This design comes from an exercise in tuning for small area, a short achievable clock period and few clock cycles per item on the open sky130 flow, not from production work.
Where RTL was checked, it was by simulation tests only, not by an equivalence proof against the original.
The clock port is modelled as an ideal driver, which makes a skipped or thinned clock tree look cheaper than it is; a real chip needs a root buffer or a tree.
Power and IR drop assume default switching activity.

==> module fetch_top, before the edit <==
module fetch_top #(
    parameter int LO_W    = 7,
    parameter int CREDITS = 2
) (
    input  logic        clk,
    input  logic        rst_n_i,
    input  logic        redirect_valid_i,
    input  logic [31:0] redirect_pc_i,
    input  logic        credit_return_i,
    input  logic [7:0]  mem_data_i,
    output logic        fetch_valid_o,
    output logic [31:0] fetch_pc_o,
    output logic [31:0] fetch_insn_o,
    output logic        mem_rd_o,
    output logic [31:0] mem_addr_o
);
    localparam int LO = LO_W + 2;
    logic [31:LO]   hi_q;
    logic [LO-1:2]  rd_lo_q;
    logic [LO-1:2]  dl_lo_q;
    logic [1:0]     off_q;       
    logic [31:0]    insn_q;      
    logic           done_q;      
    logic           valid_q;     
    logic           carry_q;     
    logic [1:0]     occ_q;       
    logic           room;
    logic           last;
    logic           take;
    logic           wrap;
    assign room = (occ_q + {1'b0, valid_q}) < 2'(CREDITS);
    assign last = (off_q == 2'd3) && !carry_q;
    assign take = last && room;
    assign wrap = &rd_lo_q;
    always_ff @(posedge clk) begin
        if (!rst_n_i) begin
            hi_q    <= '0;
            rd_lo_q <= '0;
            off_q   <= 2'd0;
            done_q  <= 1'b0;
            valid_q <= 1'b0;
            carry_q <= 1'b0;
            occ_q   <= 2'd0;
        end else begin
            occ_q <= occ_q + {1'b0, valid_q} - {1'b0, credit_return_i};
            if (redirect_valid_i) begin
                hi_q    <= redirect_pc_i[31:LO];
                rd_lo_q <= redirect_pc_i[LO-1:2];
                off_q   <= 2'd0;
                done_q  <= 1'b0;
                valid_q <= 1'b0;
                carry_q <= 1'b0;
            end else begin
                done_q  <= take;
                valid_q <= done_q;
                if (!carry_q) begin
                    off_q <= off_q + 2'd1;
                end
                if (take) begin
                    rd_lo_q <= rd_lo_q + 1'b1;
                    carry_q <= wrap;
                end
                if (carry_q && valid_q) begin
                    hi_q    <= hi_q + 1'b1;
                    carry_q <= 1'b0;
                end
            end
        end
    end
    always_ff @(posedge clk) begin
        insn_q <= {mem_data_i, insn_q[31:8]};
        if (take) begin
            dl_lo_q <= rd_lo_q;
        end
    end
    assign mem_rd_o      = 1'b1;
    assign mem_addr_o    = {hi_q, rd_lo_q, off_q};
    assign fetch_valid_o = valid_q;
    assign fetch_pc_o    = {hi_q, dl_lo_q, 2'b00};
    assign fetch_insn_o  = insn_q;
endmodule
export LEC_CHECK = 0
export CAP_MARGIN = 20
export CORE_MARGIN = 2
export CORE_UTILIZATION = 40
export SETUP_SLACK_MARGIN = 4.6
export SLEW_MARGIN = 20
create_clock -name core_clock -period 7.0 [get_ports {clk}]
standard.sh (not shown) runs the stock make flow with config.mk's settings and CLKGATE_MAP_FILE= SYNTH_SCRIPT=/design/flow/synth_recipe.tcl, a recipe that flattens the netlist after the stock synthesis.
==> flow/flow/run.sh <==
#!/bin/bash
# standard layout with plain buf_1 port buffers and adjusted clock tree options
set -euo pipefail
export BUFFER_PORTS_ARGS="-buffer_cell sky130_fd_sc_hd__buf_1"
export CTS_ARGS="-sink_clustering_enable -repair_clock_nets -dont_use_dummy_load"
bash standard.sh > flow_standard.log 2>&1
The baseline went through all stages and came out clean.
Edit:
--- a/flow/design.v
+++ b/flow/design.v
@@ -27,7 +27,7 @@
 endpackage
 `timescale 1ns/1ns
 module fetch_top #(
-    parameter int LO_W    = 7,
+    parameter int LO_W    = 6,
     parameter int CREDITS = 2
 ) (
     input  logic        clk,
Result:
- flip-flop and latch count went down by 1
- synthesized area drops by 4.1%
- via count is lower by about 7%
- cell area is lower by 7.6%
- routed wire length falls by 13%
- total power fell by 3.6%
- non-clock buffer count falls by 10
- synthesized cell count went down by about 3.6%
- fmax is higher by 2.2%
- worst setup slack gains 0.052 ns
Testbench counts after the change, summed over its fixed seeds: cycles 69,980, items 16,000.
For the first run of this note, only the layout was checked, not whether the RTL still works.


The RTL this note starts from:
==> flow/design.v <==
`timescale 1ns/1ns
package fetch_pkg;
    parameter int XLEN = 32;
    typedef logic [XLEN-1:0] addr_t;
    typedef union packed {
        logic [3:0][7:0] bytes;
        logic [XLEN-1:0] word;
    } insn_word_u;
    typedef struct packed {
        logic  valid;
        addr_t pc;
    } lookup_t;
    typedef struct packed {
        logic       valid;
        addr_t      pc;
        insn_word_u insn;
    } fetch_t;
    typedef struct packed {
        logic  valid;
        addr_t pc;
    } redirect_t;
    typedef struct packed {
        logic       valid;
        addr_t      pc;
        insn_word_u data;
    } fill_t;
endpackage
`timescale 1ns/1ns
module fetch_top #(
    parameter int LO_W    = 4,
    parameter int CREDITS = 2
) (
    input  logic        clk,
    input  logic        rst_n_i,
    input  logic        redirect_valid_i,
    input  logic [31:0] redirect_pc_i,
    input  logic        credit_return_i,
    input  logic [7:0]  mem_data_i,
    output logic        fetch_valid_o,
    output logic [31:0] fetch_pc_o,
    output logic [31:0] fetch_insn_o,
    output logic        mem_rd_o,
    output logic [31:0] mem_addr_o
);
    localparam int LO = LO_W + 2;
    logic [31:LO]   hi_q;
    logic [LO-1:2]  rd_lo_q;
    logic [LO-1:2]  dl_lo_q;
    logic [1:0]     off_q;       
    logic [31:0]    insn_q;      
    logic           done_q;      
    logic           valid_q;     
    logic           carry_q;     
    logic [1:0]     occ_q;       
    logic           room;
    logic           last;
    logic           take;
    logic           wrap;
    assign room = (occ_q + {1'b0, valid_q}) < 2'(CREDITS);
    assign last = (off_q == 2'd3) && !carry_q;
    assign take = last && room;
    assign wrap = &rd_lo_q;
    always_ff @(posedge clk) begin
        if (!rst_n_i) begin
            hi_q    <= '0;
            rd_lo_q <= '0;
            off_q   <= 2'd0;
            done_q  <= 1'b0;
            valid_q <= 1'b0;
            carry_q <= 1'b0;
            occ_q   <= 2'd0;
        end else begin
            occ_q <= occ_q + {1'b0, valid_q} - {1'b0, credit_return_i};
            if (redirect_valid_i) begin
                hi_q    <= redirect_pc_i[31:LO];
                rd_lo_q <= redirect_pc_i[LO-1:2];
                off_q   <= 2'd0;
                done_q  <= 1'b0;
                valid_q <= 1'b0;
                carry_q <= 1'b0;
            end else begin
                done_q  <= take;
                valid_q <= done_q;
                if (!carry_q) begin
                    off_q <= off_q + 2'd1;
                end
                if (take) begin
                    rd_lo_q <= rd_lo_q + 1'b1;
                    carry_q <= wrap;
                end
                if (carry_q && valid_q) begin
                    hi_q    <= hi_q + 1'b1;
                    carry_q <= 1'b0;
                end
            end
        end
    end
    always_ff @(posedge clk) begin
        insn_q <= {mem_data_i, insn_q[31:8]};
        if (take) begin
            dl_lo_q <= rd_lo_q;
        end
    end
    assign mem_rd_o      = 1'b1;
    assign mem_addr_o    = {hi_q, rd_lo_q, off_q};
    assign fetch_valid_o = valid_q;
    assign fetch_pc_o    = {hi_q, dl_lo_q, 2'b00};
    assign fetch_insn_o  = insn_q;
endmodule
export LEC_CHECK = 0
export CAP_MARGIN = 20
export CORE_MARGIN = 2
export CORE_UTILIZATION = 40
export SETUP_SLACK_MARGIN = 4.6
export SLEW_MARGIN = 20
create_clock -name core_clock -period 7.0 [get_ports {clk}]
Scripts as last shown in full above: flow/flow/run.sh
==> next run, changes <==
--- a/flow/design.v
+++ b/flow/design.v
@@ -25,11 +25,11 @@
         insn_word_u data;
     } fill_t;
 endpackage
 `timescale 1ns/1ns
 module fetch_top #(
-    parameter int LO_W    = 4,
+    parameter int LO_W    = 5,
     parameter int CREDITS = 2
 ) (
     input  logic        clk,
     input  logic        rst_n_i,
     input  logic        redirect_valid_i,
Effect: Via count came out lower by 2.6%; core utilization came out lower by 1.2 points; total power barely changes; die area came out lower by 0.41%; worst hold slack gets better by 0.018 ns; wire length came out lower by about 7%; setup slack stays flat; flip-flop and latch count came out higher by 1.
Testbench counts after the change, summed over its fixed seeds: cycles 70,352, items 16,000.
Function not checked in the first run of this note: the RTL went through the layout flow alone.


Starts from the design.v that is shown in full above.
clock: 7.0 ns
lec_check: 0
cap_margin: 20
core_margin: 2
core_utilization: 40
place_density: 0.8
setup_slack_margin: 4.7
slew_margin: 20
==> flow/flow/run.sh <==
#!/bin/bash
# standard layout with plain buf_1 port buffers and a one-level clock tree
set -euo pipefail
export BUFFER_PORTS_ARGS="-buffer_cell sky130_fd_sc_hd__buf_1"
export CTS_ARGS="-sink_clustering_enable -repair_clock_nets -dont_use_dummy_load"
export POST_CTS_TCL="$PWD/flow/post_cts.tcl"
bash standard.sh > flow_standard.log 2>&1
Other scripts of this flow, unchanged in this note and not shown: flow/flow/post_cts.tcl
Then changed:
--- a/flow/design.v
+++ b/flow/design.v
@@ -27,7 +27,7 @@
 endpackage
 `timescale 1ns/1ns
 module fetch_top #(
-    parameter int LO_W    = 4,
+    parameter int LO_W    = 7,
     parameter int CREDITS = 2
 ) (
     input  logic        clk,
- The new run finished with timing, DRC and antenna clean
- setup slack gets worse by 0.11 ns
- core utilization went up by 3.9 points
- power went up by 6.0%
- area after synthesis went up by 3.7%
- final cell count went up by 4.1%
- die area went up by 3.5%
No run of this note included a check of the RTL's function; only the layout flow was run. No run of this note takes its clock network from TritonCTS; it comes from the design's own scripts or RTL.


fetch_top with an RTL version that a note above also has.
Size: about 74 flip-flops, roughly 140 I/O pins.
==> module fetch_top, before the edit <==
module fetch_top #(
    parameter int LO_W    = 5,
    parameter int CREDITS = 2
) (
    input  logic        clk,
    input  logic        rst_n_i,
    input  logic        redirect_valid_i,
    input  logic [31:0] redirect_pc_i,
    input  logic        credit_return_i,
    input  logic [7:0]  mem_data_i,
    output logic        fetch_valid_o,
    output logic [31:0] fetch_pc_o,
    output logic [31:0] fetch_insn_o,
    output logic        mem_rd_o,
    output logic [31:0] mem_addr_o
);
    localparam int LO = LO_W + 2;
    logic [31:LO]   hi_q;
    logic [LO-1:2]  rd_lo_q;
    logic [LO-1:2]  dl_lo_q;
    logic [1:0]     off_q;       
    logic [31:0]    insn_q;      
    logic           done_q;      
    logic           valid_q;     
    logic           carry_q;     
    logic [1:0]     occ_q;       
    logic           room;
    logic           last;
    logic           take;
    logic           wrap;
    assign room = (occ_q + {1'b0, valid_q}) < 2'(CREDITS);
    assign last = (off_q == 2'd3) && !carry_q;
    assign take = last && room;
    assign wrap = &rd_lo_q;
    always_ff @(posedge clk) begin
        if (!rst_n_i) begin
            hi_q    <= '0;
            rd_lo_q <= '0;
            off_q   <= 2'd0;
            done_q  <= 1'b0;
            valid_q <= 1'b0;
            carry_q <= 1'b0;
            occ_q   <= 2'd0;
        end else begin
            occ_q <= occ_q + {1'b0, valid_q} - {1'b0, credit_return_i};
            if (redirect_valid_i) begin
                hi_q    <= redirect_pc_i[31:LO];
                rd_lo_q <= redirect_pc_i[LO-1:2];
                off_q   <= 2'd0;
                done_q  <= 1'b0;
                valid_q <= 1'b0;
                carry_q <= 1'b0;
            end else begin
                done_q  <= take;
                valid_q <= done_q;
                if (!carry_q) begin
                    off_q <= off_q + 2'd1;
                end
                if (take) begin
                    rd_lo_q <= rd_lo_q + 1'b1;
                    carry_q <= wrap;
                end
                if (carry_q && valid_q) begin
                    hi_q    <= hi_q + 1'b1;
                    carry_q <= 1'b0;
                end
            end
        end
    end
    always_ff @(posedge clk) begin
        insn_q <= {mem_data_i, insn_q[31:8]};
        if (take) begin
            dl_lo_q <= rd_lo_q;
        end
    end
    assign mem_rd_o      = 1'b1;
    assign mem_addr_o    = {hi_q, rd_lo_q, off_q};
    assign fetch_valid_o = valid_q;
    assign fetch_pc_o    = {hi_q, dl_lo_q, 2'b00};
    assign fetch_insn_o  = insn_q;
endmodule
==> flow/config.mk <==
export PLATFORM = sky130hd
export DESIGN_NAME = fetch_top
export DESIGN_NICKNAME = fetch_top
export VERILOG_FILES = /design/flow/design.v
export SDC_FILE = /design/flow/constraint.sdc
export NUM_CORES = 4
export LEC_CHECK = 0
export CAP_MARGIN = 20
export CORE_MARGIN = 2
export CORE_UTILIZATION = 40
export PLACE_DENSITY = 0.8
export SETUP_SLACK_MARGIN = 4.7
export SLEW_MARGIN = 20
==> flow/constraint.sdc <==
create_clock -name core_clock -period 7.0 [get_ports {clk}]
set_input_delay 1.4000 -clock core_clock [delete_from_list [all_inputs] [get_ports {clk}]]
set_output_delay 1.4000 -clock core_clock [all_outputs]
set_load 0.01 [all_outputs]
Scripts as last shown in full above: flow/flow/run.sh
Other scripts of this flow, unchanged in this note and not shown: flow/flow/post_cts.tcl
Testbench counts at the start, summed over its fixed seeds: cycles 70,352, items 16,000.
Rerun with:
--- a/flow/design.v
+++ b/flow/design.v
@@ -25,11 +25,11 @@
         insn_word_u data;
     } fill_t;
 endpackage
 `timescale 1ns/1ns
 module fetch_top #(
-    parameter int LO_W    = 5,
+    parameter int LO_W    = 6,
     parameter int CREDITS = 2
 ) (
     input  logic        clk,
     input  logic        rst_n_i,
     input  logic        redirect_valid_i,
The changed run went through all stages and came out clean.
Area after synthesis hardly moves.
Clock power hardly moves.
Worst setup slack improves by 33 ps.
Via count came out higher by 2.6%.
Flip-flop and latch count came out higher by 1.
Fmax came out higher by 1.5%.
Routed wire length came out higher by 3.4%.
Sequential share of layout area stays flat.
Die area barely changes.
Testbench counts after the change, summed over its fixed seeds: cycles 69,980, items 16,000.
In every run of this note, the design's own scripts or RTL, not TritonCTS, make the clock network.

==> what the ideal ports hide <==
The flow's constraints put no driver on any port. The routed layouts listed below were extracted and timed again, unchanged, in two steps.
Step 1 (the two cells are an assumption about what drives the block):
set clk [get_ports {clk}]
set_driving_cell -lib_cell sky130_fd_sc_hd__clkbuf_16 $clk
set_driving_cell -lib_cell sky130_fd_sc_hd__buf_2 [delete_from_list [all_inputs] $clk]
Step 2 moves the port delays by t, midway between the first and last clock arrival at a register: inputs arrive t later, outputs are due t later. That takes back most of the time a late clock gives input paths.
Three values: ideal ports, drivers, drivers and shift; two values: the first two.
run | shift t [ns] | setup WS [ns] | slew at the worst register clock pin (ns) | worst slew at a driven data input, ns | pins driven straight from the clock port
the first run of note 1 | 0.368 | 4.614 / 4.606 / 4.257 | 0.09 / 0.09 | 0.05 | 1
the second run of note 1 | 0.363 | 4.667 / 4.637 / 4.395 | 0.09 / 0.09 | 0.04 | 1
the first run of note 2 | 0.363 | 4.668 / 4.638 / 4.315 | 0.09 / 0.09 | 0.05 | 1
the second run of note 2 | 0.347 | 4.668 / 4.642 / 4.413 | 0.08 / 0.08 | 0.05 | 1
the first run of note 3 | 0.225 | 4.729 / 4.746 / 4.521 | 0.12 / 0.12 | 0.05 | 4
the second run of note 3 | 0.223 | 4.623 / 4.631 / 4.408 | 0.12 / 0.12 | 0.06 | 4
the first run of note 4 | 0.217 | 4.765 / 4.791 / 4.580 | 0.11 / 0.11 | 0.04 | 4
the second run of note 4 | 0.220 | 4.798 / 4.781 / 4.603 | 0.12 / 0.11 | 0.05 | 4
After both steps every run listed still meets setup and hold. The setup slack of the first run of note 1, which loses most, moves by -0.008 ns with the drivers and by -0.357 ns with both steps.
